This design comes from an exercise in tuning for small area and a short achievable clock period on the open sky130 flow, not from production work. In this exercise RTL edits were held to simulation tests only and were not proved equivalent to the original. No activity file was given, so power comes from the tool's default toggle rates.

===== config.mk =====
export PLATFORM = sky130hd
export DESIGN_NAME = cpu6
export DESIGN_NICKNAME = cpu6
export VERILOG_FILES = /design/flow/design.v
export SDC_FILE = /design/flow/constraint.sdc
export NUM_CORES = 4
export LEC_CHECK = 0
export CAP_MARGIN = 20
export CORE_MARGIN = 2
export CORE_UTILIZATION = 55
export CTS_BUF_LIST = sky130_fd_sc_hd__clkbuf_8
export CTS_CLUSTER_SIZE = 20
export SETUP_SLACK_MARGIN = 3.7
export SLEW_MARGIN = 20

===== constraint.sdc =====
create_clock -name core_clock -period 6.5 [get_ports {clock}]
set_input_delay 1.3000 -clock core_clock [delete_from_list [all_inputs] [get_ports {clock}]]
set_output_delay 1.3000 -clock core_clock [all_outputs]
set_load 0.01 [all_outputs]

===== design.v =====
package cpu6_pkg;
    localparam int data_w          = 8;
    localparam int log_addr_w      = 16;
    localparam int phys_addr_w     = 19;
    localparam int page_offset_w   = 11;
    localparam int page_base_w     = 3;
    localparam int page_index_w    = log_addr_w - page_offset_w + page_base_w;
    localparam int page_entry_w    = phys_addr_w - page_offset_w;
    localparam int reg_count       = 16;
    localparam int reg_addr_w      = $clog2(reg_count);
    localparam int reg_space_limit = 256;   
    typedef enum logic [2:0] {
        dp_swap, dp_mar_hi, dp_mar_lo, dp_bus_read, dp_constant, dp_zero
    } dp_src_e;
    typedef enum logic [1:0] {
        src_ab, src_da, src_dz, src_za
    } alu_src_e;
    typedef enum logic [2:0] {
        alu_add, alu_subr, alu_subs, alu_or, alu_and, alu_notrs, alu_exor, alu_exnor
    } alu_func_e;
    typedef enum logic {dest_none, dest_ram_f} alu_dest_e;
    typedef enum logic [1:0] {carry_zero, carry_one, carry_flag} carry_sel_e;
    typedef enum logic [1:0] {
        load_none, load_result, load_mar_from_war, load_page_base
    } load_sel_e;
    typedef enum logic [2:0] {
        addr_none, addr_war_hi, addr_war_lo, addr_war_inc, addr_mar_inc, addr_swap
    } addr_op_e;
    typedef enum logic [1:0] {
        store_none, store_page_write, store_bus_write, store_bus_read
    } store_op_e;
    typedef struct packed {
        logic carry;
        logic overflow;
        logic sign;
        logic zero;
    } alu_flags_t;
    typedef struct packed {
        dp_src_e               dp_src;
        alu_src_e              alu_src;
        alu_func_e             alu_func;
        alu_dest_e             alu_dest;
        carry_sel_e            carry_sel;
        load_sel_e             load_sel;
        addr_op_e              addr_op;
        store_op_e             store_op;
        logic [data_w-1:0]     constant;
        logic [reg_addr_w-1:0] reg_a;
        logic [reg_addr_w-1:0] reg_b;
    } microword_t;
    localparam microword_t uop_none = '0;
endpackage
`timescale 1ns/10ps
module cpu6 (
    input  logic        clock,
    input  logic        reset,
    input  logic [33:0] uop,
    input  logic [7:0]  data_in,
    output logic        write_en,
    output logic [18:0] address,
    output logic [7:0]  data_out
);
    wire [2:0] u_dp_src   = uop[33:31];
    wire [1:0] u_alu_src  = uop[30:29];
    wire [2:0] u_func     = uop[28:26];
    wire       u_dest     = uop[25];
    wire [1:0] u_carry    = uop[24:23];
    wire [1:0] u_load     = uop[22:21];
    wire [2:0] u_addr     = uop[20:18];
    wire [1:0] u_store    = uop[17:16];
    wire [7:0] u_const    = uop[15:8];
    wire [3:0] u_ra       = uop[7:4];
    wire [3:0] u_rb       = uop[3:0];
    logic        e_d_swap, e_d_mhi, e_d_mlo, e_d_rd;   
    logic [7:0]  e_const;                               
    logic        e_arith;                               
    logic [2:0]  e_func;
    logic        e_dest;                                
    logic [3:0]  e_rb;
    logic        e_carry_upd;
    logic        e_cin_one, e_cin_flag;
    logic        e_ld_result, e_ld_mar, e_ld_pb;
    logic        e_war_hi, e_war_lo, e_war_inc, e_mar_inc, e_swap;
    logic        e_pt_write, e_bus_write, e_bus_read;
    logic [7:0]  e_r;
    logic [7:0]  e_s;
    logic [7:0]  regs [16];
    logic [7:0]  result;
    logic [7:0]  swap_reg;
    logic        carry;
    logic [15:0] mar;
    logic [15:0] war;
    logic [2:0]  page_base;
    logic [7:0]  page_table [256];
    logic [7:0]  entry;           
    logic [7:0]  read_byte;
    wire         reg_space = (entry == 8'd0) && (mar[10:8] == 3'd0);
    logic        write_pending;
    logic [7:0] dp_bus;
    assign dp_bus = ({8{e_d_swap}} & swap_reg)
                  | ({8{e_d_mhi}}  & {~mar[15:12], mar[11:8]})
                  | ({8{e_d_mlo}}  & mar[7:0])
                  | ({8{e_d_rd}}   & read_byte)
                  | e_const;
    logic [7:0] rx;
    logic [8:0] sum;
    logic [7:0] logic_f;
    logic [7:0] alu_f;
    logic       cin;
    assign rx  = e_r;
    assign cin = e_cin_one | (e_cin_flag & carry);
    logic [7:0] pg_g, pg_p, pk_g, pk_p;
    logic [8:0] carries;
    always_comb begin
        pg_g = rx & e_s;
        pg_p = rx ^ e_s;
        pk_g = pg_g;
        pk_p = pg_p;
        for (int d = 1; d < 8; d = d * 2) begin
            for (int i = 7; i >= d; i--) begin
                pk_g[i] = pk_g[i] | (pk_p[i] & pk_g[i-d]);
                pk_p[i] = pk_p[i] & pk_p[i-d];
            end
        end
        carries[0] = cin;
        for (int i = 0; i < 8; i++) carries[i+1] = pk_g[i] | (pk_p[i] & cin);
    end
    assign sum = {carries[8], pg_p ^ carries[7:0]};
    always_comb begin
        case (e_func)
            3'd3:    logic_f = rx | e_s;
            3'd4:    logic_f = rx & e_s;
            3'd5:    logic_f = ~rx & e_s;
            3'd6:    logic_f = rx ^ e_s;
            default: logic_f = ~(rx ^ e_s);
        endcase
    end
    assign alu_f = e_arith ? sum[7:0] : logic_f;
    logic [7:0] swap_next, read_next, d_next;
    logic [15:0] mar_next;
    wire        u_r_d = (u_alu_src == 2'd1) || (u_alu_src == 2'd2);
    assign swap_next = e_swap ? {dp_bus[3:0], dp_bus[7:4]} : swap_reg;
    assign read_next = e_bus_read ? (reg_space ? data_out : data_in) : read_byte;
    always_comb begin
        case (u_dp_src)
            3'd0:    d_next = swap_next;
            3'd1:    d_next = {~mar_next[15:12], mar_next[11:8]};
            3'd2:    d_next = mar_next[7:0];
            3'd3:    d_next = read_next;
            3'd4:    d_next = u_const;
            default: d_next = 8'd0;
        endcase
    end
    logic [7:0] rd_a, rd_b, op_a, op_b;
    logic [7:0] r_next, s_next;
    logic       fwd_a, fwd_b;
    assign rd_a  = regs[u_ra];
    assign rd_b  = regs[u_rb];
    assign fwd_a = e_dest && (e_rb == u_ra);
    assign fwd_b = e_dest && (e_rb == u_rb);
    assign op_a  = fwd_a ? alu_f : rd_a;
    assign op_b  = fwd_b ? alu_f : rd_b;
    always_comb begin
        case (u_alu_src)
            2'd0:    begin r_next = op_a;  s_next = op_b; end
            2'd1:    begin r_next = op_a;  s_next = op_a; end   
            2'd2:    begin r_next = op_a;  s_next = 8'd0; end   
            default: begin r_next = 8'd0;  s_next = op_a; end
        endcase
    end
    always_ff @(posedge clock) begin
        e_rb <= u_rb;
        e_r  <= (u_r_d ? d_next : r_next) ^ {8{u_func == 3'd1}};
        e_s <= s_next ^ {8{u_func == 3'd2}};
    end
    always_ff @(posedge clock or posedge reset) begin
        if (reset) begin
            e_d_swap    <= 1'b1;
            e_d_mhi     <= 1'b0;
            e_d_mlo     <= 1'b0;
            e_d_rd      <= 1'b0;
            e_const     <= 8'd0;
            e_arith     <= 1'b1;
            e_func      <= 3'd0;
            e_dest      <= 1'b0;
            e_carry_upd <= 1'b0;
            e_cin_one   <= 1'b0;
            e_cin_flag  <= 1'b0;
            e_ld_result <= 1'b0;
            e_ld_mar    <= 1'b0;
            e_ld_pb     <= 1'b0;
            e_war_hi    <= 1'b0;
            e_war_lo    <= 1'b0;
            e_war_inc   <= 1'b0;
            e_mar_inc   <= 1'b0;
            e_swap      <= 1'b0;
            e_pt_write  <= 1'b0;
            e_bus_write <= 1'b0;
            e_bus_read  <= 1'b0;
        end else begin
            e_d_swap    <= (u_dp_src == 3'd0);
            e_d_mhi     <= (u_dp_src == 3'd1);
            e_d_mlo     <= (u_dp_src == 3'd2);
            e_d_rd      <= (u_dp_src == 3'd3);
            e_const     <= (u_dp_src == 3'd4) ? u_const : 8'd0;
            e_arith     <= (u_func <= 3'd2);
            e_func      <= u_func;
            e_dest      <= u_dest;
            e_carry_upd <= u_dest && (u_func <= 3'd2);
            e_cin_one   <= (u_carry == 2'd1);
            e_cin_flag  <= (u_carry == 2'd2);
            e_ld_result <= (u_load == 2'd1);
            e_ld_mar    <= (u_load == 2'd2);
            e_ld_pb     <= (u_load == 2'd3);
            e_war_hi    <= (u_addr == 3'd1);
            e_war_lo    <= (u_addr == 3'd2);
            e_war_inc   <= (u_addr == 3'd3);
            e_mar_inc   <= (u_addr == 3'd4);
            e_swap      <= (u_addr == 3'd5);
            e_pt_write  <= (u_store == 2'd1);
            e_bus_write <= (u_store == 2'd2);
            e_bus_read  <= (u_store == 2'd3);
        end
    end
    always_ff @(posedge clock) begin
        for (int i = 0; i < 16; i++) begin
            if (e_dest && (e_rb == 4'(i))) regs[i] <= alu_f;
        end
    end
    always_ff @(posedge clock or posedge reset) begin
        if (reset) begin
            result   <= 8'd0;
            swap_reg <= 8'd0;
            carry    <= 1'b0;
        end else begin
            if (e_ld_result) result <= alu_f;
            swap_reg <= swap_next;
            if (e_carry_upd) carry <= sum[8];
        end
    end
    logic [2:0]  pb_next;
    always_comb begin
        if (e_mar_inc)     mar_next = mar + 16'd1;
        else if (e_ld_mar) mar_next = war;
        else               mar_next = mar;
    end
    assign pb_next = e_ld_pb ? result[2:0] : page_base;
    always_ff @(posedge clock or posedge reset) begin
        if (reset) begin
            mar       <= 16'd0;
            war       <= 16'd0;
            page_base <= 3'd0;
        end else begin
            mar       <= mar_next;
            page_base <= pb_next;
            if (e_war_hi)  war[15:8] <= e_ld_mar ? mar[15:8] : result;
            if (e_war_lo)  war[7:0]  <= e_ld_mar ? mar[7:0]  : result;
            if (e_war_inc) war       <= war + 16'd1;
        end
    end
    logic [31:0] mh_oh, war_oh, mh_next_oh;
    logic [7:0]  pb_oh, res_oh, pb_next_oh;
    logic        mar_lo_full;
    assign mar_lo_full = &mar[10:0];
    always_comb begin
        for (int i = 0; i < 32; i++) begin
            mh_oh[i]  = (mar[15:11] == 5'(i));
            war_oh[i] = (war[15:11] == 5'(i));
        end
        for (int i = 0; i < 32; i++) begin
            if (e_mar_inc)     mh_next_oh[i] = mar_lo_full ? mh_oh[(i + 31) % 32] : mh_oh[i];
            else if (e_ld_mar) mh_next_oh[i] = war_oh[i];
            else               mh_next_oh[i] = mh_oh[i];
        end
        for (int j = 0; j < 8; j++) begin
            pb_oh[j]      = (page_base == 3'(j));
            res_oh[j]     = (result[2:0] == 3'(j));
            pb_next_oh[j] = e_ld_pb ? res_oh[j] : pb_oh[j];
        end
    end
    always_ff @(posedge clock) begin
        for (int i = 0; i < 32; i++) begin
            for (int j = 0; j < 8; j++) begin
                if (e_pt_write && mh_oh[i] && pb_oh[j]) page_table[i*8+j] <= result;
            end
        end
    end
    logic [7:0] row [32];
    logic [7:0] lookup;
    always_comb begin
        for (int i = 0; i < 32; i++) begin
            row[i] = 8'd0;
            for (int j = 0; j < 8; j++) row[i] = row[i] | ({8{pb_next_oh[j]}} & page_table[i*8+j]);
        end
        lookup = 8'd0;
        for (int i = 0; i < 32; i++) lookup = lookup | ({8{mh_next_oh[i]}} & row[i]);
    end
    wire same_page  = e_mar_inc ? !mar_lo_full : (!e_ld_mar || (war[15:11] == mar[15:11]));
    wire same_index = same_page && (!e_ld_pb || (result[2:0] == page_base));
    always_ff @(posedge clock) begin
        if (e_pt_write && same_index) entry <= result;
        else                          entry <= lookup;
    end
    assign address = {entry, mar[10:0]};
    always_ff @(posedge clock or posedge reset) begin
        if (reset) begin
            data_out      <= 8'd0;
            write_pending <= 1'b0;
            write_en      <= 1'b0;
            read_byte     <= 8'd0;
        end else begin
            write_pending <= e_bus_write;
            write_en      <= write_pending;
            if (e_bus_write) data_out <= dp_bus;
            read_byte <= read_next;
        end
    end
endmodule

===== run.sh =====
#!/bin/bash
# synth_recipe.tcl (not shown) runs the flow's synth.tcl, then flattens the netlist and writes it again
# the make line also repeats each setting of config.mk as NAME=value (left out here)
make -C /OpenROAD-flow-scripts/flow DESIGN_CONFIG=/design/flow/config.mk WORK_HOME=/design/flow/orfs CLKGATE_MAP_FILE= SYNTH_SCRIPT=/design/flow/synth_recipe.tcl finish

==> reports/qor.yml, run 1 <==
floorplan:
  die_x_um: 408
  rows: 148
  die_area_um2: 166000
  coreArea_um2: 162000
  fp.dieH_um: 408
  start_util: 0.552
  io_pins: 72
placement:
  dp_hpwl_um: 173000
  gp_congestion: 0.924
  placedInstanceArea_um2: 93000
  port_buffers: 71
logic_synthesis:
  syn_area_um2: 89700
  yosys_warnings: 4
  syn-num-nets: 5705
  yosys.area.top_type: "edfxtp_1"
  synth-main-ff-cell: "edfxtp_1"
  synth_edf_count: 2176
  synth_commonest_cells: "edfxtp_1 (2176), a22oi_1 (767), nor2_1 (403), nand2_1 (261), clkbuf_1 (189)"
  yosys.area.top_type_share: 0.729
  ys_seq_area_frac: 0.763
  synth_area_leaders: "edfxtp_1 (73%), a22oi_1 (6.4%), dfrtp_1 (2.8%), nor2_1 (1.7%), a222oi_1 (1.2%)"
  avgSynthCellArea_um2: 15.9
  synth_seq_cells: 2305
  ys_async_sr_fraction: 0.0438
  post-synth-top-count-cell: "edfxtp_1"
  synth_cell_types: 83
  syn_inst: 5631
sta:
  slew_headroom: 0.216
  fin_crit_sh: 0.541
  maxSlewViolCount: 0
  fmaxAchievable_mhz: 284
  min_period_ns: 3.52
  fin_skew_ns: 0.0885
  setup_violations: 0
  final.setup.tns_ns: 0
  grt_setup_unrepaired: "true"
  timing.final.hold_violations: 0
  worst_pin_slew_ns: 1.18
routing:
  via_per_inst: 6.94
  drt-total-wl_um: 312000
  drt_iter0_drc: 9714
  wl_per_cell_um: 36.8
  via_count: 58900
  first_pass_iters: 8
  ant_nets: 0
  drc: 0
grt:
  use_met2: 0.542
  grt_use_met3: 0.0814
  grt_pass1_wl_um: 430000
  grt_use_met1: 0.523
  antenna_found_initial: 10
  grt_max_degree: 195
  grt_pass1_vias: 54900
  grt_usage: 0.365
  top_usage_layer: "met2"
  grt.overflow.total: 0
finish:
  largest_register_ffs: 2048
  top_register: "page_table"
  largestRegisters: "page_table x2048, regs x128"
  final_area_um2: 106000
  drive_gt1_frac: 0.244
  syn2layout_area_growth_pct: 18.6
  final_nets: 6099
hold_path:
  min_from: "write_pending"
  min_to: "write_en"
  min_path_type: "reg2reg"
  hold_path_depth: 0
cts:
  clk_pin_slew_worst_paths_ns: 0.07
  clk_path_buf_depth: 4
  cts_root_buffer: "clkbuf_8"
  insertion_delay_ns: 1.08
  cts_made_buffers: 377
  htree_num_levels: 5
  cts_tree: "yes"
  clkSinkCount: 2305
  hold_buffers: 0
power:
  power.leakage_nw: 32.9
  vdd_ir_drop_max_v: 0.000379
  power_density_nw_per_um2: 387
worst_setup_path:
  cp.arrival_ns: 4.53
  ff2ff_path_depth: 10
  worst_setup_path_start_kind: "flip-flop"
  critPathKind: "reg2reg"
  reg2reg_slack_ns: 2.98
  r2r_end: "entry[5]"
  required_ns: 7.51
  crit_fanout: 26
  end_kind: "flip-flop"
  r2r_start: "page_base[2]"
flow_run:
  drv_cap: 0
status:
  status: "timing/DRC/antenna clean"
[critical path, stage by stage, from the launching register on]
cell	delay [ns]
dfrtp_4	0.55
buf_4	0.17
nor4_4	0.66
or2_4	0.38
buf_4	0.17
bufbuf_16	0.36
a22oi_1	0.13
a31oi_1	0.62
nor4_2	0.14
nand4_1	0.15
o22a_1	0.17
[worst max-delay path by stage]
stage                            start  cells past startpoint       end  slack [ns]
after floorplan              result[1]                     10  entry[5]        2.37
after global placement       result[1]                      8  entry[0]        1.32
after detailed placement     result[1]                      9  entry[3]        1.64
after CTS                      e_ld_pb                     12  entry[3]        3.11
after global routing      page_base[0]                     11  entry[3]        2.97
final                     page_base[2]                     10  entry[5]        2.98
[layer usage]
| metal | up-vias | wire, µm |
|---|---|---|
| met5 | - | 44 |
| met4 | 6 | 16700 |
| met3 | 748 | 37200 |
| met2 | 4107 | 138000 |
| met1 | 29900 | 120000 |
| li1 | 24100 | - |
[cells by family (layout without fill, tap and decap cells)]
group,count (synthesis),count (layout),synth area share
AO/OA/AOI/OAI,1647,1648,0.138
XOR/XNOR,40,40,0.00391
adder cells (fa/ha/maj),30,30,0.00427
buffers and inverters,448,1106,0.0217
flip-flops,2305,2305,0.763
multiplexers,66,66,0.00812
other,0,7,0
AND/OR/NAND/NOR,1095,1106,0.0611
[area by class of cell]
type / instances / area [µm²]
flip-flops and latches: 2305 / 68500
clock inverters: 262 / 1260
diodes: 7 / 17.5
well taps: 2175 / 2720
repair buffers: 401 / 4900
clock buffers: 393 / 5410
fillers: 11400 / 56000
multi-input cells: 2890 / 23300
inverters: 50 / 204
[power by group]
part           switching, mW  internal [mW]  leakage, nW
sequential             0.663           18.0         20.9
combinational           7.63           3.38         8.10
clock                   5.70           5.84         3.84
total                   14.0           27.2         32.9
[cell usage in the layout, fill, tap and decap left out, types with 49 or more instances in the layout]
master / instances
a22oi_1: 754
a222oi_1: 109
a41oi_1: 70
nor2_2: 105
buf_4: 178
inv_1: 158
a21oi_1: 130
and4_1: 68
edfxtp_1: 2176
buf_6: 65
dfrtp_1: 66
clkinv_1: 90
buf_12: 49
nor2_1: 128
nor2_4: 170
clkbuf_8: 393
o21ai_0: 84
nand2_1: 238
[through the flow]
step                      utilization  setup WS [ns]  instances  hold slack, ns  total power, mW
final                           0.655           2.98       8483           0.350             41.2
after floorplan                     -           2.37       5631           0.331             23.1
after global routing            0.655           2.97       8481           0.367             42.1
after detailed placement        0.573           1.64       7607           0.343             27.2
after global placement          0.572           1.32       7600           0.341             27.1
after CTS                       0.643           3.11       8416           0.352             40.3
[repair_timing]
action                                 4_1_cts  5_1_grt
buffers inserted                           125       51
cloned                                      29        9
setup endpoints to repair                 2059     1542
endpoints found under the hold margin        0        0
gates resized for setup                    859      281
pin swaps                                   73      117
==> run 2: changes to the inputs <==
--- a/config.mk
+++ b/config.mk
@@ -8,7 +8,5 @@
 export CAP_MARGIN = 20
 export CORE_MARGIN = 2
-export CORE_UTILIZATION = 55
-export CTS_BUF_LIST = sky130_fd_sc_hd__clkbuf_8
-export CTS_CLUSTER_SIZE = 20
+export CORE_UTILIZATION = 40
 export SETUP_SLACK_MARGIN = 3.7
 export SLEW_MARGIN = 20
==> run 2 against run 1 <==
Final area increased by 1.3%. Setup slack improved by 0.20 ns. Still clean on timing, DRC and antenna. Final cell count increased by 6.2%. Non-clock buffer count decreased by 35.
==> reports/qor.yml, run 2 <==
grt:
  grt_max_degree: 205
  grt_pass1_wl_um: 425000
  grt_usage: 0.259
  grt_pass1_vias: 54300
  grt.overflow.total: 0
  antenna_found_initial: 11
logic_synthesis:
  syn-num-nets: 5705
  synth_seq_cells: 2305
  avgSynthCellArea_um2: 15.9
  synth-main-ff-cell: "edfxtp_1"
  synth_area_leaders: "edfxtp_1 (73%), a22oi_1 (6.4%), dfrtp_1 (2.8%), nor2_1 (1.7%), a222oi_1 (1.2%)"
  yosys.area.top_type_share: 0.729
  yosys_warnings: 4
  syn_inst: 5631
  synth_commonest_cells: "edfxtp_1 (2176), a22oi_1 (767), nor2_1 (403), nand2_1 (261), clkbuf_1 (189)"
  synth_cell_types: 83
  ys_async_sr_fraction: 0.0438
  syn_area_um2: 89700
  post-synth-top-count-cell: "edfxtp_1"
  yosys.area.top_type: "edfxtp_1"
  synth_edf_count: 2176
  ys_seq_area_frac: 0.763
sta:
  fmaxAchievable_mhz: 301
  fin_hold_ws_ns: 0.355
  setup_violations: 0
  maxSlewViolCount: 0
  min_period_ns: 3.32
  fin_skew_ns: 0.119
  timing.final.hold_violations: 0
  grt_setup_unrepaired: "true"
  slew_headroom: 0.183
  fin_crit_sh: 0.511
  final.setup.tns_ns: 0
  worst_pin_slew_ns: 1.23
  fin_ws_ns: 3.18
routing:
  drt-total-wl_um: 306000
  first_pass_iters: 12
  via_per_inst: 6.44
  via_count: 58000
  ant_nets: 0
  wl_per_cell_um: 33.9
  drt_iter0_drc: 10100
  drc: 0
finish:
  final_nets: 5908
  top_register: "page_table"
  final_cell_mix: "edfxtp_1 (2176), a22oi_1 (748), nand2_1 (240), clkbuf_16 (228), nor2_4 (170)"
  largest_register_ffs: 2048
  largestRegisters: "page_table x2048, regs x128"
  num-fill-cells: 18500
  multi_input_area_um2: 23600
  layout_commonest_cell: "edfxtp_1"
  fin_cells: 9008
  syn2layout_area_growth_pct: 20.1
  drive_gt1_frac: 0.230
  ff_latch_area_um2: 68500
floorplan:
  fp.dieH_um: 478
  coreArea_um2: 223000
  rows: 173
  die_area_um2: 228000
  start_util: 0.403
  io_pins: 72
  die_x_um: 478
cts:
  clk_path_buf_depth: 3
  cts_root_buffer: "clkbuf_16"
  clkSinkCount: 2305
  insertion_delay_ns: 0.91
  cts_tree: "yes"
  hold_buffers: 0
  cts_made_buffers: 220
  htree_num_levels: 4
  clk_pin_slew_worst_paths_ns: 0.06
worst_setup_path:
  startpoint: "e_ld_pb"
  cp_top_family: "simple AND/OR/NAND/NOR gates"
  max_stage_delay_ns: 0.52
  reg2reg_slack_ns: 3.18
  crit_chain: "buf_4, and4b_2, or2_4, buf_4, clkbuf_16, a22o_1, a221oi_2, a31oi_4, nor4_4, nand4_1, o22a_1"
  r2r_end: "entry[1]"
  end_kind: "flip-flop"
  r2r_start: "e_ld_pb"
  ff2ff_path_depth: 11
  cp.arrival_ns: 4.08
  crit_end: "entry[1]"
  required_ns: 7.26
  critPathSlowestCell: "dfrtp_4"
  worst_setup_path_start_kind: "flip-flop"
  path_buf_inv: 3
  cp_num_cells: 11
  critPathKind: "reg2reg"
  crit_fanout: 7
  crit_top_cell: "buf_4"
flow_run:
  drv_cap: 0
placement:
  port_buffers: 71
  pre_cts_ws_ns: 1.68
  dp_cells: 8395
  gp_congestion: 0.942
  dp_hpwl_um: 173000
power:
  power.share.clock: 0.301
  power_density_nw_per_um2: 391
  power_switching_mw: 13.9
  internal_power_mw: 28.3
  p_seq_frac: 0.440
  switching_share: 0.329
  totalPowerFinal_mw: 42.1
  combPwrFrac: 0.259
  vdd_ir_drop_max_v: 0.000333
  power.leakage_nw: 32.3
status:
  status: "timing/DRC/antenna clean"
hold_path:
  min_path_type: "reg2reg"
==> run 2: cell counts after synthesis <==
No cell type changed its count.
==> run 2: final cells by class <==
class                   count  area share
diodes                     11    0.000255
clock buffers             270      0.0533
clock inverters           140      0.0126
inverters                  50     0.00196
multi-input cells        2891       0.219
flip-flops and latches   2305       0.636
well taps                2975      0.0345
repair buffers            366      0.0422
==> run 2: metrics by stage <==
stage | cell area, µm² | utilization
6_report | 108000 | 0.484
5_1_grt | 108000 | 0.484
4_1_cts | 106000 | 0.476
3_5_place_dp | 93900 | 0.422
3_3_place_gp | 93900 | 0.422
2_1_floorplan | 90200 | -
==> run 2: metal layers <==
metal,wire length [µm],track usage,vias to the layer above
li1,-,-,23600
met1,121000,0.367,29800
met2,134000,0.383,3981
met3,38300,0.0699,584
met4,12400,0.0949,2
met5,13,0,-
==> run 2: how the worst min path moves through the flow <==
stage	from	endpoint	cells after the start
after floorplan	write_pending	write_en	0
after global placement	write_pending	write_en	0
after detailed placement	write_pending	write_en	0
after CTS	write_pending	write_en	0
after global routing	write_pending	write_en	0
final	write_pending	write_en	0
==> run 2: cells by family (layout without fill, tap and decap cells) <==
kind of cell	after synthesis	count (layout)	synth area share
xor gates and xnor gates	40	40	0.00391
DFF	2305	2305	0.763
muxes	66	66	0.00812
buffers and inverters	448	826	0.0217
AOI/OAI and AO/OA	1647	1648	0.138
other	0	11	0
and+or+nand+nor	1095	1107	0.0611
adders and majority gates	30	30	0.00427
==> run 2: repair_timing <==
action / CTS / global route
gates resized for setup: 867 / 262
endpoints found under the hold margin: 0 / 0
setup buffers: 107 / 48
cloned: 31 / 6
endpoints found under the setup margin: 1956 / 1621
pin swaps: 89 / 74
==> run 2: power by group through the flow <==
stage                     registers, mW  clock network [mW]  logic, mW
after floorplan                    19.2                   0       3.94
after global placement             19.0                   0       7.98
after detailed placement           19.0                   0       8.07
after CTS                          18.5                12.8       10.1
after global routing               18.6                13.3       11.2
final                              18.5                12.7       10.9
==> run 3: changes to the inputs <==
--- a/design.v
+++ b/design.v
@@ -142,14 +142,16 @@
     assign swap_next = e_swap ? {dp_bus[3:0], dp_bus[7:4]} : swap_reg;
     assign read_next = e_bus_read ? (reg_space ? data_out : data_in) : read_byte;
+    logic [7:0] d_base;
     always_comb begin
         case (u_dp_src)
-            3'd0:    d_next = swap_next;
-            3'd1:    d_next = {~mar_next[15:12], mar_next[11:8]};
-            3'd2:    d_next = mar_next[7:0];
-            3'd3:    d_next = read_next;
-            3'd4:    d_next = u_const;
-            default: d_next = 8'd0;
+            3'd0:    d_base = swap_next;
+            3'd1:    d_base = {~mar_next[15:12], mar_next[11:8]};
+            3'd2:    d_base = mar_next[7:0];
+            3'd3:    d_base = read_byte;
+            3'd4:    d_base = u_const;
+            default: d_base = 8'd0;
         endcase
     end
+    assign d_next = ((u_dp_src == 3'd3) && e_bus_read) ? (reg_space ? data_out : data_in) : d_base;
     logic [7:0] rd_a, rd_b, op_a, op_b;
     logic [7:0] r_next, s_next;
@@ -234,5 +236,5 @@
             carry    <= 1'b0;
         end else begin
-            if (e_ld_result) result <= alu_f;
+            result   <= result_next;
             swap_reg <= swap_next;
             if (e_carry_upd) carry <= sum[8];
@@ -259,22 +261,43 @@
         end
     end
-    logic [31:0] mh_oh, war_oh, mh_next_oh;
-    logic [7:0]  pb_oh, res_oh, pb_next_oh;
-    logic        mar_lo_full;
-    assign mar_lo_full = &mar[10:0];
+    logic [31:0] mh_oh, mh_next_oh, war_next_oh, mh_next_oh_d;
+    logic [7:0]  pb_oh, pb_next_oh, res_next_oh, pb_next_oh_d;
+    logic        mar_lo_full, mar_next_lo_full;
+    logic [4:0]  war_next_hi;
+    logic [7:0]  result_next;
+    assign mar_lo_full      = &mar[10:0];
+    assign mar_next_lo_full = &mar_next[10:0];
+    assign result_next      = e_ld_result ? alu_f : result;
+    always_comb begin
+        if (e_war_hi)       war_next_hi = e_ld_mar ? mar[15:11] : result[7:3];
+        else if (e_war_inc) war_next_hi = war[15:11] + 5'(&war[10:0]);
+        else                war_next_hi = war[15:11];
+    end
+    wire u_mar_inc = (u_addr == 3'd4);
+    wire u_ld_mar  = (u_load == 2'd2);
+    wire u_ld_pb   = (u_load == 2'd3);
     always_comb begin
         for (int i = 0; i < 32; i++) begin
-            mh_oh[i]  = (mar[15:11] == 5'(i));
-            war_oh[i] = (war[15:11] == 5'(i));
+            mh_oh[i]       = (mar[15:11] == 5'(i));
+            war_next_oh[i] = (war_next_hi == 5'(i));
         end
         for (int i = 0; i < 32; i++) begin
-            if (e_mar_inc)     mh_next_oh[i] = mar_lo_full ? mh_oh[(i + 31) % 32] : mh_oh[i];
-            else if (e_ld_mar) mh_next_oh[i] = war_oh[i];
-            else               mh_next_oh[i] = mh_oh[i];
+            if (u_mar_inc)     mh_next_oh_d[i] = mar_next_lo_full ? mh_next_oh[(i + 31) % 32] : mh_next_oh[i];
+            else if (u_ld_mar) mh_next_oh_d[i] = war_next_oh[i];
+            else               mh_next_oh_d[i] = mh_next_oh[i];
         end
         for (int j = 0; j < 8; j++) begin
-            pb_oh[j]      = (page_base == 3'(j));
-            res_oh[j]     = (result[2:0] == 3'(j));
-            pb_next_oh[j] = e_ld_pb ? res_oh[j] : pb_oh[j];
+            pb_oh[j]        = (page_base == 3'(j));
+            res_next_oh[j]  = (result_next[2:0] == 3'(j));
+            pb_next_oh_d[j] = u_ld_pb ? res_next_oh[j] : pb_next_oh[j];
+        end
+    end
+    always_ff @(posedge clock or posedge reset) begin
+        if (reset) begin
+            mh_next_oh <= 32'd1;
+            pb_next_oh <= 8'd1;
+        end else begin
+            mh_next_oh <= mh_next_oh_d;
+            pb_next_oh <= pb_next_oh_d;
         end
     end
@@ -286,13 +309,13 @@
         end
     end
-    logic [7:0] row [32];
+    logic [7:0] col [8];
     logic [7:0] lookup;
     always_comb begin
-        for (int i = 0; i < 32; i++) begin
-            row[i] = 8'd0;
-            for (int j = 0; j < 8; j++) row[i] = row[i] | ({8{pb_next_oh[j]}} & page_table[i*8+j]);
+        for (int j = 0; j < 8; j++) begin
+            col[j] = 8'd0;
+            for (int i = 0; i < 32; i++) col[j] = col[j] | ({8{mh_next_oh[i]}} & page_table[i*8+j]);
         end
         lookup = 8'd0;
-        for (int i = 0; i < 32; i++) lookup = lookup | ({8{mh_next_oh[i]}} & row[i]);
+        for (int j = 0; j < 8; j++) lookup = lookup | ({8{pb_next_oh[j]}} & col[j]);
     end
     wire same_page  = e_mar_inc ? !mar_lo_full : (!e_ld_mar || (war[15:11] == mar[15:11]));
--- a/config.mk
+++ b/config.mk
@@ -8,5 +8,7 @@
 export CAP_MARGIN = 20
 export CORE_MARGIN = 2
-export CORE_UTILIZATION = 40
+export CORE_UTILIZATION = 50
+export CTS_CLUSTER_SIZE = 30
 export SETUP_SLACK_MARGIN = 3.7
 export SLEW_MARGIN = 20
+export TNS_END_PERCENT = 0
==> run 3 against run 2 <==
Setup slack worse by 0.011 ns. Fmax down 0.33%. Synthesized cell count shrank 0.60%. Hold slack lost 0.0064 ns. Highest routed layer unchanged. Via count up 1.8%. Critical path type unchanged. Routed wire length increased by 8.4%.
==> reports/qor.yml, run 3 <==
logic_synthesis:
  synth_top_family_by_area: "compound AO/OA/AOI/OAI gates"
  yosys.area.top_type: "edfxtp_1"
  syn_area_um2: 90400
  yosys_warnings: 4
  ys_async_sr_fraction: 0.0601
  post-synth-top-count-cell: "edfxtp_1"
  synth-main-ff-cell: "edfxtp_1"
  synth_mux_area_frac: 0.0142
  synth_xor_area_frac: 0.00387
  synthAdderAreaFrac: 0.00451
  synth_commonest_cells: "edfxtp_1 (2176), a22oi_1 (774), nor2_1 (388), clkbuf_1 (247), nand3_1 (181)"
  synthSimpleGateAreaFrac: 0.0594
  syn-num-nets: 5673
  ys_seq_area_frac: 0.768
  syn_inst: 5597
  synth_compound_area_frac: 0.130
  yosys.area.top_type_share: 0.723
  synth_edf_count: 2176
  avgSynthCellArea_um2: 16.2
  synth_cell_types: 96
  synth_seq_cells: 2345
  synth_area_leaders: "edfxtp_1 (72%), a22oi_1 (6.4%), dfrtp_1 (3.8%), nor2_1 (1.6%), a22o_1 (1.5%)"
power:
  power.leakage_nw: 34.0
  combPwrFrac: 0.164
  vdd_ir_drop_max_v: 0.000327
  p_seq_frac: 0.489
  switching_share: 0.294
  power_switching_mw: 11.5
  internal_power_mw: 27.5
  power.share.clock: 0.347
  power_density_nw_per_um2: 368
worst_setup_path:
  crit_fanout: 9
  critPathKind: "reg2reg"
  worst_setup_path_start_kind: "flip-flop"
  required_ns: 7.00
  cp.arrival_ns: 3.83
  end_kind: "flip-flop"
finish:
  final_area_um2: 106000
  largestRegisters: "page_table x2048, regs x128, mh_next_oh x32"
  fin_cells: 8427
  layout_commonest_cell: "edfxtp_1"
  drive_gt1_frac: 0.190
  top_register: "page_table"
  num-fill-cells: 13500
  largest_register_ffs: 2048
  final_nets: 5926
  final_cell_mix: "edfxtp_1 (2176), a22oi_1 (771), buf_4 (256), clkbuf_16 (231), nor2_1 (190)"
  final_util: 0.587
  syn2layout_area_growth_pct: 17.0
floorplan:
  fp.dieH_um: 429
  start_util: 0.502
  coreArea_um2: 180000
  io_pins: 72
  rows: 156
  die_x_um: 429
  die_area_um2: 184000
placement:
  gp_congestion: 0.958
  dp_hpwl_um: 193000
  dp_cells: 7863
  placedInstanceArea_um2: 94600
  port_buffers: 71
sta:
  fmaxAchievable_mhz: 300
  min_period_ns: 3.33
  fin_skew_ns: 0.0492
  grt_setup_unrepaired: "true"
  fin_crit_sh: 0.512
  worst_pin_slew_ns: 1.22
  slew_headroom: 0.190
  fin_hold_ws_ns: 0.348
  timing.final.hold_violations: 0
  final.setup.tns_ns: 0
  setup_violations: 0
  maxSlewViolCount: 0
grt:
  grt_usage: 0.346
  top_usage_layer: "met2"
  grt_use_met3: 0.0875
  grt_use_met1: 0.481
  grt_max_degree: 208
  grt_pass1_vias: 54900
  grt_pass1_wl_um: 444000
  antenna_found_initial: 10
  use_met2: 0.527
  grt.overflow.total: 0
hold_path:
  min_path_type: "reg2reg"
routing:
  ant_nets: 0
  drt_iter0_drc: 10100
  via_per_inst: 7.00
  drt-total-wl_um: 332000
  via_count: 59000
  wl_per_cell_um: 39.4
  first_pass_iters: 8
  drc: 0
cts:
  htree_num_levels: 4
  cts_tree: "yes"
  cts_made_buffers: 225
  insertion_delay_ns: 0.88
  cts_root_buffer: "clkbuf_16"
  clk_pin_slew_worst_paths_ns: 0.07
  clk_path_buf_depth: 3
  clkSinkCount: 2345
  hold_buffers: 0
status:
  status: "timing/DRC/antenna clean"
flow_run:
  drv_cap: 0
run 3: cell types whose count changed in the layout (fill, tap and decap cells not counted), moves of 65 or more:
cell      before  now
nand2_1      240  111
nand4_1       28  157
a222oi_1     109    8
buf_4        162  256
nand3_1       43  172
and4_1        70    5
a221oi_1      37  141
a22o_1        41  157
run 3: repair_timing:
action / CTS / global route
gates cloned: 0 / 5
buffers inserted: 55 / 67
gates resized for setup: 380 / 132
endpoints found under the hold margin: 0 / 0
setup endpoints to repair: 2070 / 2094
pin swaps: 26 / 26
run 3: final cells by class:
type / instances / area, µm² / share of cell area
Timing Repair Buffer: 408 / 4130 / 0.0390
Multi-Input combinational cell: 2811 / 21200 / 0.200
Antenna cell: 6 / 15.0 / 0.000142
Inverter: 59 / 233 / 0.00220
Tap cell: 2370 / 2970 / 0.0280
Clock buffer: 278 / 5910 / 0.0558
Sequential cell: 2345 / 69600 / 0.658
Clock inverter: 150 / 1760 / 0.0166
run 3: per-layer routing:
layer / vias up / wire [µm]
met5: - / 22
met4: 4 / 15500
met3: 714 / 45200
met2: 4587 / 150000
met1: 30300 / 121000
li1: 23400 / -
run 3: cell families (layout without fill, tap and decap cells):
group | Yosys count | after routing
AOI/OAI and AO/OA | 1541 | 1541
xor gates and xnor gates | 40 | 40
adders and majority gates | 32 | 32
buffers and inverters | 441 | 895
DFF | 2345 | 2345
muxes | 108 | 108
other | 0 | 6
and+or+nand+nor | 1090 | 1090
run 3: final timing paths:
kind / startpoint / to / slack, ns / depth (start not counted)
hold reg to reg: write_pending / write_en / 0.35 / 0
setup reg to reg: mar[15] / page_table[128][3] / 3.17 / 4
min in group asynchronous: reset / e_swap / 1.03 / 3
max in group asynchronous: reset / result[1] / 4.79 / 3
setup / recovery: mar[15] / page_table[128][3] / 3.17 / 4
hold / removal: write_pending / write_en / 0.35 / 0
run 3: worst max-delay path, cell delays in order, from the launching register on:
cell and delay, ns:
dfrtp_1 0.65, nand2_1 0.19, nor3_1 0.59, nand2_2 0.68
nor2_2 0.80
run 3: power groups by stage:
stage	combinational (mW)	clock, mW	sequential (mW)
floorplan	2.39	0	19.5
global placement	5.13	0	19.5
finish	6.38	13.5	19.1
global route	6.59	14.1	19.1
CTS	5.73	13.6	19.1
detailed placement	5.21	0	19.5
run 3: metrics by stage:
step	setup WS, ns	total power, mW
CTS	3.27	38.4
global placement	1.81	24.7
detailed placement	1.82	24.7
floorplan	3.28	21.9
global route	3.24	39.8
finish	3.17	39.0
==> run 4: changes to the inputs <==
--- a/design.v
+++ b/design.v
@@ -302,8 +302,18 @@
         end
     end
+    logic [31:0] w_row;
+    logic [7:0]  w_col;
+    wire         u_pt_write = (u_store == 2'd1);
+    always_ff @(posedge clock or posedge reset) begin
+        if (reset) w_row <= 32'd0;
+        else       w_row <= {32{u_pt_write}} & mh_next_oh;
+    end
+    always_ff @(posedge clock) begin
+        w_col <= pb_next_oh;
+    end
     always_ff @(posedge clock) begin
         for (int i = 0; i < 32; i++) begin
             for (int j = 0; j < 8; j++) begin
-                if (e_pt_write && mh_oh[i] && pb_oh[j]) page_table[i*8+j] <= result;
+                if (w_row[i] && w_col[j]) page_table[i*8+j] <= result;
             end
         end
==> run 4 against run 3 <==
Largest cell class unchanged. Non-clock buffer count fell by 42. Count of clock-buffer cells in the layout up 33. First-iteration DRC count increased by 8.5%. Still clean. Critical path type unchanged. Sequential power up 3%. Final cell count rose by 1.6%. Sequential share of layout area grew 0.64 points.
==> reports/qor.yml, run 4 <==
placement:
  port_buffers: 71
  gp_congestion: 0.953
  dp_hpwl_um: 195000
sta:
  maxSlewViolCount: 0
  worst_pin_slew_ns: 1.42
  slew_headroom: 0.0507
  min_period_ns: 3.19
  timing.final.hold_violations: 0
  final.setup.tns_ns: 0
  fin_skew_ns: 0.0629
  grt_setup_unrepaired: "true"
  setup_violations: 0
  fin_crit_sh: 0.491
  fmaxAchievable_mhz: 313
logic_synthesis:
  syn_inst: 5601
  synth-main-ff-cell: "edfxtp_1"
  yosys_warnings: 4
  ys_seq_area_frac: 0.766
  synth_cell_types: 98
  synth_edf_count: 2176
  avgSynthCellArea_um2: 16.4
  post-synth-top-count-cell: "edfxtp_1"
  yosys.area.top_type: "edfxtp_1"
  yosys.area.top_type_share: 0.711
  syn-num-nets: 5677
  synth_seq_cells: 2385
  synth_commonest_cells: "edfxtp_1 (2176), a22oi_1 (785), and2_1 (312), clkbuf_1 (242), dfrtp_1 (169)"
  synth_area_leaders: "edfxtp_1 (71%), a22oi_1 (6.4%), dfrtp_1 (4.6%), and2_1 (2.1%), a22o_1 (1.4%)"
  syn_area_um2: 91900
  ys_async_sr_fraction: 0.0725
floorplan:
  die_x_um: 433
  die_area_um2: 187000
  io_pins: 72
  fp.dieH_um: 433
  coreArea_um2: 183000
  start_util: 0.502
  rows: 157
worst_setup_path:
  reg2reg_slack_ns: 3.31
  worst_setup_path_start_kind: "flip-flop"
  critPathKind: "reg2reg"
  ff2ff_path_depth: 7
  end_kind: "flip-flop"
  r2r_end: "entry[6]"
  cp.arrival_ns: 3.96
  r2r_start: "mh_next_oh[17]"
  required_ns: 7.27
  crit_fanout: 14
cts:
  insertion_delay_ns: 0.89
  clk_pin_slew_worst_paths_ns: 0.06
  cts_made_buffers: 230
  clkSinkCount: 2385
  clk_path_buf_depth: 3
  cts_root_buffer: "clkbuf_16"
  hold_buffers: 0
  htree_num_levels: 4
  cts_tree: "yes"
flow_run:
  drv_cap: 0
grt:
  antenna_found_initial: 41
  grt_pass1_vias: 55400
  grt_usage: 0.368
  grt_pass1_wl_um: 470000
  grt_max_degree: 195
  grt.overflow.total: 0
finish:
  top_register: "page_table"
  final_cell_mix: "edfxtp_1 (2176), a22oi_1 (784), and2_1 (312), clkbuf_16 (234), buf_4 (210)"
  largestRegisters: "page_table x2048, regs x128"
  largest_register_ffs: 2048
  num-fill-cells: 13800
  syn2layout_area_growth_pct: 15.6
  layout_commonest_cell: "edfxtp_1"
  final_nets: 5905
  drive_gt1_frac: 0.145
routing:
  ant_nets: 0
  via_count: 60200
  drc: 0
  via_per_inst: 7.03
  wl_per_cell_um: 40.6
  drt_iter0_drc: 11000
  first_pass_iters: 8
  drt-total-wl_um: 348000
power:
  power_density_nw_per_um2: 372
  vdd_ir_drop_max_v: 0.000251
  totalPowerFinal_mw: 39.5
  power.leakage_nw: 34.9
status:
  status: "timing/DRC/antenna clean"
hold_path:
  hold_path_depth: 0
  min_from: "write_pending"
  min_to: "write_en"
  min_path_type: "reg2reg"
## run 4: changes by cell type in the layout (fill, tap and decap cells not counted), sizes merged, moves of 24 or more
cell         delta
clkbuf         +25
buf            -43
and2          +290
nor2          -253
dlygate4sd2    +24
dfrtp          +32
diode          +63
## run 4: per-layer routing
metal | track usage | vias up | share of wire
met5 | 0 | - | 0.00048
met4 | 0.205 | 24 | 0.060
met3 | 0.0929 | 914 | 0.13
met2 | 0.550 | 4884 | 0.45
met1 | 0.496 | 30900 | 0.36
li1 | - | 23400 | -
## run 4: how the worst max path moves through the flow
stage,startpoint,to,slack [ns]
5_1_grt,mh_next_oh[17],entry[6],3.32
3_3_place_gp,uop[6],e_r[7],1.70
2_1_floorplan,reset,result[0],2.80
4_1_cts,mh_next_oh[29],entry[6],3.51
3_5_place_dp,uop[6],e_r[7],1.77
6_report,mh_next_oh[17],entry[6],3.31
## run 4: power breakdown
| part | switching [mW] | internal (mW) |
|---|---|---|
| clock network | 5.91 | 7.67 |
| logic | 4.64 | 1.68 |
| registers | 1.02 | 18.6 |
## run 4: cell families (layout without fill, tap and decap cells)
group,Yosys count,after routing,share of synthesized area
AND/OR/NAND/NOR,1092,1092,0.0662
AO/OA/AOI/OAI,1516,1516,0.126
other,0,69,0
XOR/XNOR,41,41,0.00391
buffers and inverters,436,862,0.0193
flip-flops,2385,2385,0.766
adder cells (fa/ha/maj),32,32,0.00444
multiplexers,99,99,0.0134
## run 4: cell type report
cell class / count / area (µm²) / area share
flip-flops and latches: 2385 / 70600 / 0.664
clock buffers: 311 / 6250 / 0.0589
repair buffers: 366 / 4000 / 0.0376
inverters: 66 / 253 / 0.00238
well taps: 2464 / 3080 / 0.0290
multi-input cells: 2780 / 20500 / 0.193
diodes: 69 / 173 / 0.00163
clock inverters: 119 / 1370 / 0.0129
## run 4: critical path, stage by stage (launching register included)
cell     delay [ns]
dfrtp_4        0.62
buf_4          0.30
a22oi_1        0.24
nand4_1        0.22
o41ai_4        0.94
nand4_1        0.46
nor2_1         0.20
a21oi_1        0.07
## run 4: stage by stage
stage / setup WS, ns / util / instances / instance area [µm²] / hold WS [ns]
after floorplan: 2.80 / - / 5601 / 91900 / 0.331
after global placement: 1.70 / 0.523 / 7918 / 95700 / 0.341
after detailed placement: 1.77 / 0.523 / 7919 / 95700 / 0.345
after CTS: 3.51 / 0.580 / 8489 / 106000 / 0.359
after global routing: 3.32 / 0.580 / 8501 / 106000 / 0.368
final: 3.31 / 0.581 / 8560 / 106000 / 0.356
## run 4: timing repair
| action | in CTS | in global routing |
|---|---|---|
| cloned | 10 | 0 |
| endpoints found under the setup margin | 238 | 375 |
| buffers inserted | 130 | 1 |
| pin swaps | 24 | 1 |
| gates resized for setup | 224 | 14 |
==> run 5: changes to the inputs <==
--- a/design.v
+++ b/design.v
@@ -267,10 +267,17 @@
     logic [7:0]  result_next;
     assign mar_lo_full      = &mar[10:0];
-    assign mar_next_lo_full = &mar_next[10:0];
+    always_comb begin
+        if (e_mar_inc)     mar_next_lo_full = (mar[10:0] == 11'h7fe);
+        else if (e_ld_mar) mar_next_lo_full = &war[10:0];
+        else               mar_next_lo_full = mar_lo_full;
+    end
     assign result_next      = e_ld_result ? alu_f : result;
+    logic [31:0] war_oh, war_src_oh;
     always_comb begin
-        if (e_war_hi)       war_next_hi = e_ld_mar ? mar[15:11] : result[7:3];
-        else if (e_war_inc) war_next_hi = war[15:11] + 5'(&war[10:0]);
-        else                war_next_hi = war[15:11];
+        war_next_hi = e_ld_mar ? mar[15:11] : result[7:3];
+        for (int i = 0; i < 32; i++) begin
+            war_oh[i]     = (war[15:11] == 5'(i));
+            war_src_oh[i] = (war_next_hi == 5'(i));
+        end
     end
     wire u_mar_inc = (u_addr == 3'd4);
@@ -280,5 +287,9 @@
         for (int i = 0; i < 32; i++) begin
             mh_oh[i]       = (mar[15:11] == 5'(i));
-            war_next_oh[i] = (war_next_hi == 5'(i));
+        end
+        for (int i = 0; i < 32; i++) begin
+            if (e_war_hi)       war_next_oh[i] = war_src_oh[i];
+            else if (e_war_inc) war_next_oh[i] = (&war[10:0]) ? war_oh[(i + 31) % 32] : war_oh[i];
+            else                war_next_oh[i] = war_oh[i];
         end
         for (int i = 0; i < 32; i++) begin
--- a/config.mk
+++ b/config.mk
@@ -8,7 +8,8 @@
 export CAP_MARGIN = 20
 export CORE_MARGIN = 2
-export CORE_UTILIZATION = 50
-export CTS_CLUSTER_SIZE = 30
+export CORE_UTILIZATION = 55
+export CTS_CLUSTER_DIAMETER = 100
+export CTS_CLUSTER_SIZE = 24
 export SETUP_SLACK_MARGIN = 3.7
 export SLEW_MARGIN = 20
-export TNS_END_PERCENT = 0
+export TNS_END_PERCENT = 10
==> run 5 against run 4 <==
Still clean on timing, DRC and antenna. Global-route usage grew 3.7 points. Clock power shrank about 40%. Total power decreased by 12%. Sequential share of layout area is 2.5 points higher. Clock skew is 0.0092 ns higher. Utilization increased by 3.8 points. Routed wire length fell by 0.15%. First-iteration DRC count fell by 2.5%. Critical path depth rose by 1. Hold slack improved by 0.0037 ns.
==> reports/qor.yml, run 5 <==
worst_setup_path:
  required_ns: 7.17
  critPathKind: "reg2reg"
  worst_setup_path_start_kind: "flip-flop"
  max_stage_delay_ns: 0.63
  end_kind: "flip-flop"
  crit_chain: "buf_4, a22o_1, a221oi_1, nand3_1, o41ai_4, nand4_1, nor2_1, a21oi_2"
  crit_fanout: 19
  critPathSlowestCell: "dfrtp_4"
  cp.arrival_ns: 3.75
logic_synthesis:
  synth_cell_types: 83
  synth_area_leaders: "edfxtp_1 (71%), a22oi_1 (6.5%), dfrtp_1 (4.6%), and2_1 (2.2%), a221oi_1 (1.4%)"
  avgSynthCellArea_um2: 16.2
  yosys_warnings: 4
  synth-main-ff-cell: "edfxtp_1"
  ys_seq_area_frac: 0.767
  syn_inst: 5680
  synth_commonest_cells: "edfxtp_1 (2176), a22oi_1 (796), and2_1 (317), clkbuf_1 (250), nor2_1 (175)"
  ys_async_sr_fraction: 0.0725
  syn-num-nets: 5755
  synth_seq_cells: 2385
  yosys.area.top_type: "edfxtp_1"
  yosys.area.top_type_share: 0.712
  synth_edf_count: 2176
  syn_area_um2: 91800
  post-synth-top-count-cell: "edfxtp_1"
cts:
  cts_made_buffers: 111
  clk_path_buf_depth: 3
  cts_tree: "yes"
  insertion_delay_ns: 0.83
  clkSinkCount: 2385
  htree_num_levels: 3
  clk_pin_slew_worst_paths_ns: 0.10
  cts_root_buffer: "clkbuf_16"
finish:
  largestRegisters: "page_table x2048, regs x128"
  final_nets: 5880
  layout_commonest_cell: "edfxtp_1"
  largest_register_ffs: 2048
  final_cell_mix: "edfxtp_1 (2176), a22oi_1 (787), and2_1 (315), buf_4 (203), nor2_1 (164)"
  syn2layout_area_growth_pct: 11.5
  top_register: "page_table"
  drive_gt1_frac: 0.121
power:
  power.leakage_nw: 32.6
  combPwrFrac: 0.207
  power_switching_mw: 11.1
  internal_power_mw: 23.8
  vdd_ir_drop_max_v: 0.000320
  p_seq_frac: 0.558
  totalPowerFinal_mw: 34.9
  switching_share: 0.317
  power_density_nw_per_um2: 341
  power.share.clock: 0.235
routing:
  via_per_inst: 7.30
  wl_per_cell_um: 42.7
  drc: 0
  drt_iter0_drc: 10700
  drt-total-wl_um: 347000
  first_pass_iters: 6
  ant_nets: 0
  via_count: 59400
grt:
  grt.overflow.total: 0
  grt_max_degree: 218
  grt_usage: 0.405
  grt_pass1_vias: 54600
  grt_pass1_wl_um: 467000
  antenna_found_initial: 36
sta:
  slew_headroom: 0.168
  setup_violations: 0
  fmaxAchievable_mhz: 325
  final.setup.tns_ns: 0
  timing.final.hold_violations: 0
  fin_ws_ns: 3.43
  worst_pin_slew_ns: 1.25
  fin_skew_ns: 0.0721
  maxSlewViolCount: 0
  fin_hold_ws_ns: 0.360
  grt_setup_unrepaired: "true"
  min_period_ns: 3.07
  fin_crit_sh: 0.473
floorplan:
  die_area_um2: 170000
  io_pins: 72
  rows: 149
  coreArea_um2: 165000
  fp.dieH_um: 413
  die_x_um: 413
  start_util: 0.555
placement:
  port_buffers: 71
  dp_hpwl_um: 201000
  pre_cts_ws_ns: 1.95
  gp_congestion: 0.958
flow_run:
  drv_cap: 0
status:
  status: "timing/DRC/antenna clean"
hold_path:
  min_path_type: "reg2reg"
## run 5: cell types whose count changed after synthesis, moves of 11 or more
| cell | change |
|---|---|
| a211oi_1 | +15 |
| a21oi_1 | +12 |
| a22oi_1 | +11 |
| a31oi_1 | +11 |
| buf_1 | +19 |
| buf_2 | -12 |
| mux2_4 | -30 |
| nor2_1 | +40 |
| o31ai_1 | +21 |
## run 5: repair_timing
action | CTS | global route
buffers inserted | 174 | 2
resized for setup | 303 | 7
setup endpoints to repair | 121 | 209
endpoints found under the hold margin | 0 | 0
pin swaps | 69 | 0
hold buffers | 0 | 0
gates cloned | 9 | 0
## run 5: path summary, 6_finish.rpt
check	startpoint	end	slack, ns	cells past startpoint
setup / recovery	mh_next_oh[8]	entry[2]	3.43	8
hold / removal	write_pending	write_en	0.36	0
setup reg to reg	mh_next_oh[8]	entry[2]	3.43	8
hold reg to reg	write_pending	write_en	0.36	0
max in group asynchronous	reset	result[0]	4.19	3
min in group asynchronous	reset	war[5]	0.98	2
## run 5: cell families (layout without fill, tap and decap cells)
logic type | count (synthesis) | after routing | synth area share
AOI/OAI and AO/OA | 1584 | 1584 | 0.131
other | 0 | 47 | 0
and+or+nand+nor | 1132 | 1132 | 0.0677
adders and majority gates | 31 | 31 | 0.00431
muxes | 62 | 62 | 0.00706
xor gates and xnor gates | 39 | 39 | 0.00372
buffers and inverters | 447 | 668 | 0.0191
DFF | 2385 | 2385 | 0.767
## run 5: through the flow
stage / utilization / std cells / area (µm²)
CTS: 0.618 / 8088 / 102000
global route: 0.618 / 8091 / 102000
finish: 0.619 / 8137 / 102000
detailed placement: 0.576 / 7696 / 95300
global placement: 0.576 / 7696 / 95300
floorplan: - / 5680 / 91900
## run 5: area by class of cell
| cell class | count | area (µm²) |
|---|---|---|
| Antenna cell | 47 | 118 |
| Clock buffer | 198 | 3130 |
| Clock inverter | 11 | 158 |
| Fill cell | 12100 | 63000 |
| Inverter | 70 | 274 |
| Multi-Input combinational cell | 2848 | 20900 |
| Sequential cell | 2385 | 70600 |
| Tap cell | 2189 | 2740 |
| Timing Repair Buffer | 389 | 4420 |
## run 5: power groups by stage
stage / Combinational, mW / Sequential (mW) / Clock (mW)
after floorplan: 2.62 / 19.7 / 0
after global placement: 5.51 / 20.0 / 0
after detailed placement: 5.58 / 20.1 / 0
after CTS: 6.98 / 19.4 / 8.16
after global routing: 7.38 / 19.5 / 8.65
final: 7.22 / 19.5 / 8.20
## run 5: worst max-delay path, delay by kind of cell, from the launching register on
kind            cells  cell delay, ns
compound gates      4            1.13
simple gates        3            0.82
flops               1            0.63
buf+inv             1            0.31
## run 5: metal layers
metal / part of all wire / wire length (µm) / track usage / vias up
li1: - / - / - / 23400
met1: 0.36 / 126000 / 0.545 / 30700
met2: 0.46 / 159000 / 0.623 / 4569
met3: 0.13 / 43500 / 0.103 / 803
met4: 0.056 / 19400 / 0.192 / 16
met5: 0.00033 / 115 / 0 / -
==> run 6: changes to the inputs <==
--- a/config.mk
+++ b/config.mk
@@ -11,5 +11,5 @@
 export CTS_CLUSTER_DIAMETER = 100
 export CTS_CLUSTER_SIZE = 24
-export SETUP_SLACK_MARGIN = 3.7
+export SETUP_SLACK_MARGIN = 3.45
 export SLEW_MARGIN = 20
 export TNS_END_PERCENT = 10
==> run 6 against run 5 <==
Final area down 2.0%. Count of clock-buffer cells in the layout down 42. Sequential power about the same. First-iteration DRC count down 1.2%. Clock skew down 0.035 ns. Fmax down 6.4%. Synthesized cell count unchanged. Flip-flop and latch count unchanged. Largest cell class unchanged. Highest routed layer unchanged.
==> reports/qor.yml, run 6 <==
logic_synthesis:
  synth_edf_count: 2176
  post-synth-top-count-cell: "edfxtp_1"
  synth_commonest_cells: "edfxtp_1 (2176), a22oi_1 (796), and2_1 (317), clkbuf_1 (250), nor2_1 (175)"
  avgSynthCellArea_um2: 16.2
  yosys_warnings: 4
  yosys.area.top_type: "edfxtp_1"
  ys_async_sr_fraction: 0.0725
  synth_area_leaders: "edfxtp_1 (71%), a22oi_1 (6.5%), dfrtp_1 (4.6%), and2_1 (2.2%), a221oi_1 (1.4%)"
  ys_seq_area_frac: 0.767
  syn-num-nets: 5755
  yosys.area.top_type_share: 0.712
  syn_inst: 5680
  synth_cell_types: 83
  synth-main-ff-cell: "edfxtp_1"
  synth_seq_cells: 2385
  syn_area_um2: 91800
hold_path:
  min_to: "write_en"
  min_path_type: "reg2reg"
  hold_path_depth: 0
  min_from: "write_pending"
sta:
  final.setup.tns_ns: 0
  maxSlewViolCount: 0
  fin_skew_ns: 0.0373
  slew_headroom: 0.170
  fmaxAchievable_mhz: 304
  timing.final.hold_violations: 0
  min_period_ns: 3.29
  worst_pin_slew_ns: 1.24
  fin_crit_sh: 0.505
  setup_violations: 0
  grt_setup_unrepaired: "true"
floorplan:
  io_pins: 72
  die_area_um2: 170000
  fp.dieH_um: 413
  die_x_um: 413
  coreArea_um2: 165000
  start_util: 0.555
  rows: 149
status:
  status: "timing/DRC/antenna clean"
finish:
  final_area_um2: 100000
  multi_input_area_um2: 20500
  syn2layout_area_growth_pct: 9.25
  final_util: 0.606
  num-fill-cells: 12300
  final_nets: 5764
  largest_register_ffs: 2048
  ff_latch_area_um2: 70600
  top_register: "page_table"
  final_cell_mix: "edfxtp_1 (2176), a22oi_1 (795), and2_1 (316), nor2_1 (170), nand3_1 (163)"
  drive_gt1_frac: 0.0931
  largestRegisters: "page_table x2048, regs x128"
  layout_commonest_cell: "edfxtp_1"
worst_setup_path:
  worst_setup_path_start_kind: "flip-flop"
  critPathKind: "reg2reg"
  max_stage_delay_ns: 0.80
  critPathSlowestCell: "o41ai_4"
  crit_fanout: 23
  required_ns: 7.14
  crit_chain: "buf_12, a22o_1, a221oi_1, nand3_1, o41ai_4, nand4_1, nor2_1, a21oi_1"
  r2r_end: "entry[7]"
  ff2ff_path_depth: 8
  reg2reg_slack_ns: 3.21
  end_kind: "flip-flop"
  r2r_start: "mh_next_oh[10]"
  cp.arrival_ns: 3.92
routing:
  drt-total-wl_um: 331000
  via_per_inst: 7.27
  drc: 0
  ant_nets: 0
  via_count: 58000
  wl_per_cell_um: 41.5
  drt_iter0_drc: 10500
  first_pass_iters: 9
cts:
  cts_root_buffer: "clkbuf_16"
  clkSinkCount: 2385
  cts_made_buffers: 110
  clk_path_buf_depth: 3
  htree_num_levels: 3
  insertion_delay_ns: 0.80
  clk_pin_slew_worst_paths_ns: 0.10
  cts_tree: "yes"
  hold_buffers: 0
power:
  power_density_nw_per_um2: 340
  vdd_ir_drop_max_v: 0.000320
  internal_power_mw: 23.4
  combPwrFrac: 0.186
  power.leakage_nw: 31.7
  power_switching_mw: 10.7
  power.share.clock: 0.236
  switching_share: 0.313
  p_seq_frac: 0.578
grt:
  grt_pass1_vias: 53800
  grt_max_degree: 226
  grt.overflow.total: 0
  antenna_found_initial: 22
  grt_usage: 0.386
  grt_pass1_wl_um: 449000
placement:
  port_buffers: 71
  placedInstanceArea_um2: 95200
  dp_hpwl_um: 195000
  gp_congestion: 0.912
flow_run:
  drv_cap: 0
==> run 6: cell count changes in the layout (fill, tap and decap cells not counted), moves of 9 or more <==
| cell | previous run | this run |
|---|---|---|
| buf_6 | 37 | 19 |
| buf_4 | 203 | 138 |
| a221oi_1 | 127 | 145 |
| o41ai_2 | 10 | 20 |
| nand3_2 | 12 | 3 |
| clkbuf_1 | 86 | 46 |
| nand3_1 | 153 | 163 |
| a21oi_1 | 88 | 97 |
| a221oi_2 | 22 | 5 |
| buf_16 | 15 | 2 |
==> run 6: how the worst max path moves through the flow <==
| stage | startpoint | endpoint | slack, ns | cells after the start |
|---|---|---|---|---|
| 3_5_place_dp | uop[7] | e_r[2] | 1.57 | 8 |
| 6_report | mh_next_oh[10] | entry[7] | 3.21 | 8 |
| 5_1_grt | uop[7] | e_r[2] | 3.28 | 8 |
| 4_1_cts | mh_next_oh[4] | entry[1] | 3.27 | 9 |
| 2_1_floorplan | reset | result[0] | 2.80 | 1 |
| 3_3_place_gp | uop[7] | e_r[2] | 1.40 | 8 |
==> run 6: area by class of cell <==
| type | count | area share |
|---|---|---|
| flip-flops and latches | 2385 | 0.704 |
| multi-input cells | 2849 | 0.205 |
| clock buffers | 156 | 0.0292 |
| repair buffers | 273 | 0.0289 |
| well taps | 2189 | 0.0273 |
| inverters | 70 | 0.00273 |
| clock inverters | 15 | 0.00250 |
| diodes | 41 | 0.00102 |
==> run 6: critical path, delay by kind of cell (launching register included) <==
family | cells | cell delay (ns)
compound gates | 4 | 1.33
buf+inv | 1 | 0.20
flops | 1 | 0.59
simple gates | 3 | 0.99
==> run 6: through the flow <==
step	cells	hold WS [ns]	power, mW	worst slack [ns]
final	7978	0.360	34.1	3.21
after global placement	7682	0.333	25.5	1.40
after detailed placement	7683	0.337	25.6	1.57
after global routing	7939	0.363	34.8	3.28
after CTS	7918	0.361	33.8	3.27
after floorplan	5680	0.331	22.3	2.80
==> run 6: per-layer routing <==
| layer | wire length, µm | vias to the layer above | GRT usage |
|---|---|---|---|
| li1 | - | 23100 | - |
| met3 | 41300 | 679 | 0.0803 |
| met5 | 90 | - | 0 |
| met2 | 151000 | 4278 | 0.591 |
| met1 | 121000 | 30000 | 0.535 |
| met4 | 17600 | 14 | 0.177 |
==> run 6: logic make-up after synthesis <==
family	share of synthesized area
AO/OA/AOI/OAI	0.131
XOR/XNOR	0.00372
adder cells (fa/ha/maj)	0.00431
buffers and inverters	0.0191
flip-flops	0.767
multiplexers	0.00706
AND/OR/NAND/NOR	0.0677
==> run 6: power by group through the flow <==
| stage | clock, mW | combinational (mW) | sequential (mW) |
|---|---|---|---|
| 5_1_grt | 8.51 | 6.55 | 19.7 |
| 3_5_place_dp | 0 | 5.40 | 20.2 |
| 4_1_cts | 8.04 | 6.09 | 19.6 |
| 6_report | 8.07 | 6.34 | 19.7 |
| 3_3_place_gp | 0 | 5.32 | 20.2 |
| 2_1_floorplan | 0 | 2.60 | 19.7 |
==> run 6: repair_timing <==
action	CTS	global route
buffers inserted	62	17
hold endpoints to repair	0	0
pin swaps	16	7
setup endpoints to repair	75	122
gates resized for setup	121	23
gates cloned	2	0

-- afterwards: timing with drivers on the ports --
The results above use ideal ports. As a check the final layouts listed here were re-extracted and re-timed, cells and wires unchanged. Step 1: set_driving_cell puts a clkbuf_16 on clock and a buf_2 on each other input, an assumption about the parent block. Step 2 times the ports against the registers' clock, not the clock port: input delays grow and output delays shrink by t, the midpoint of the rising clock arrivals with the driver on. Three values: ideal ports, drivers, drivers and shift; two values: the first two.
run | t (ns) | setup slack, ns | worst setup path at the end | latest minus earliest clock arrival (ns) | worst slew at a driven data input, ns
run 1 | 1.109 | 2.985 / 2.985 / 2.678 | input to register | 0.098 / 0.097 | 0.11
run 2 | 0.955 | 3.180 / 3.180 / 2.752 | input to register | 0.119 / 0.119 | 0.12
run 3 | 0.964 | 3.169 / 3.169 / 2.517 | input to register | 0.081 / 0.081 | 0.04
run 4 | 0.964 | 3.307 / 3.307 / 2.493 | input to register | 0.083 / 0.082 | 0.05
run 5 | 0.885 | 3.426 / 3.381 / 2.629 | input to register | 0.078 / 0.078 | 0.07
run 6 | 0.865 | 3.215 / 3.215 / 2.562 | input to register | 0.048 / 0.048 | 0.08
After both steps setup and hold are still met in every run listed. For run 4, which loses most, drivers alone change the setup slack by 0.000 ns; drivers and shift together by -0.814 ns.
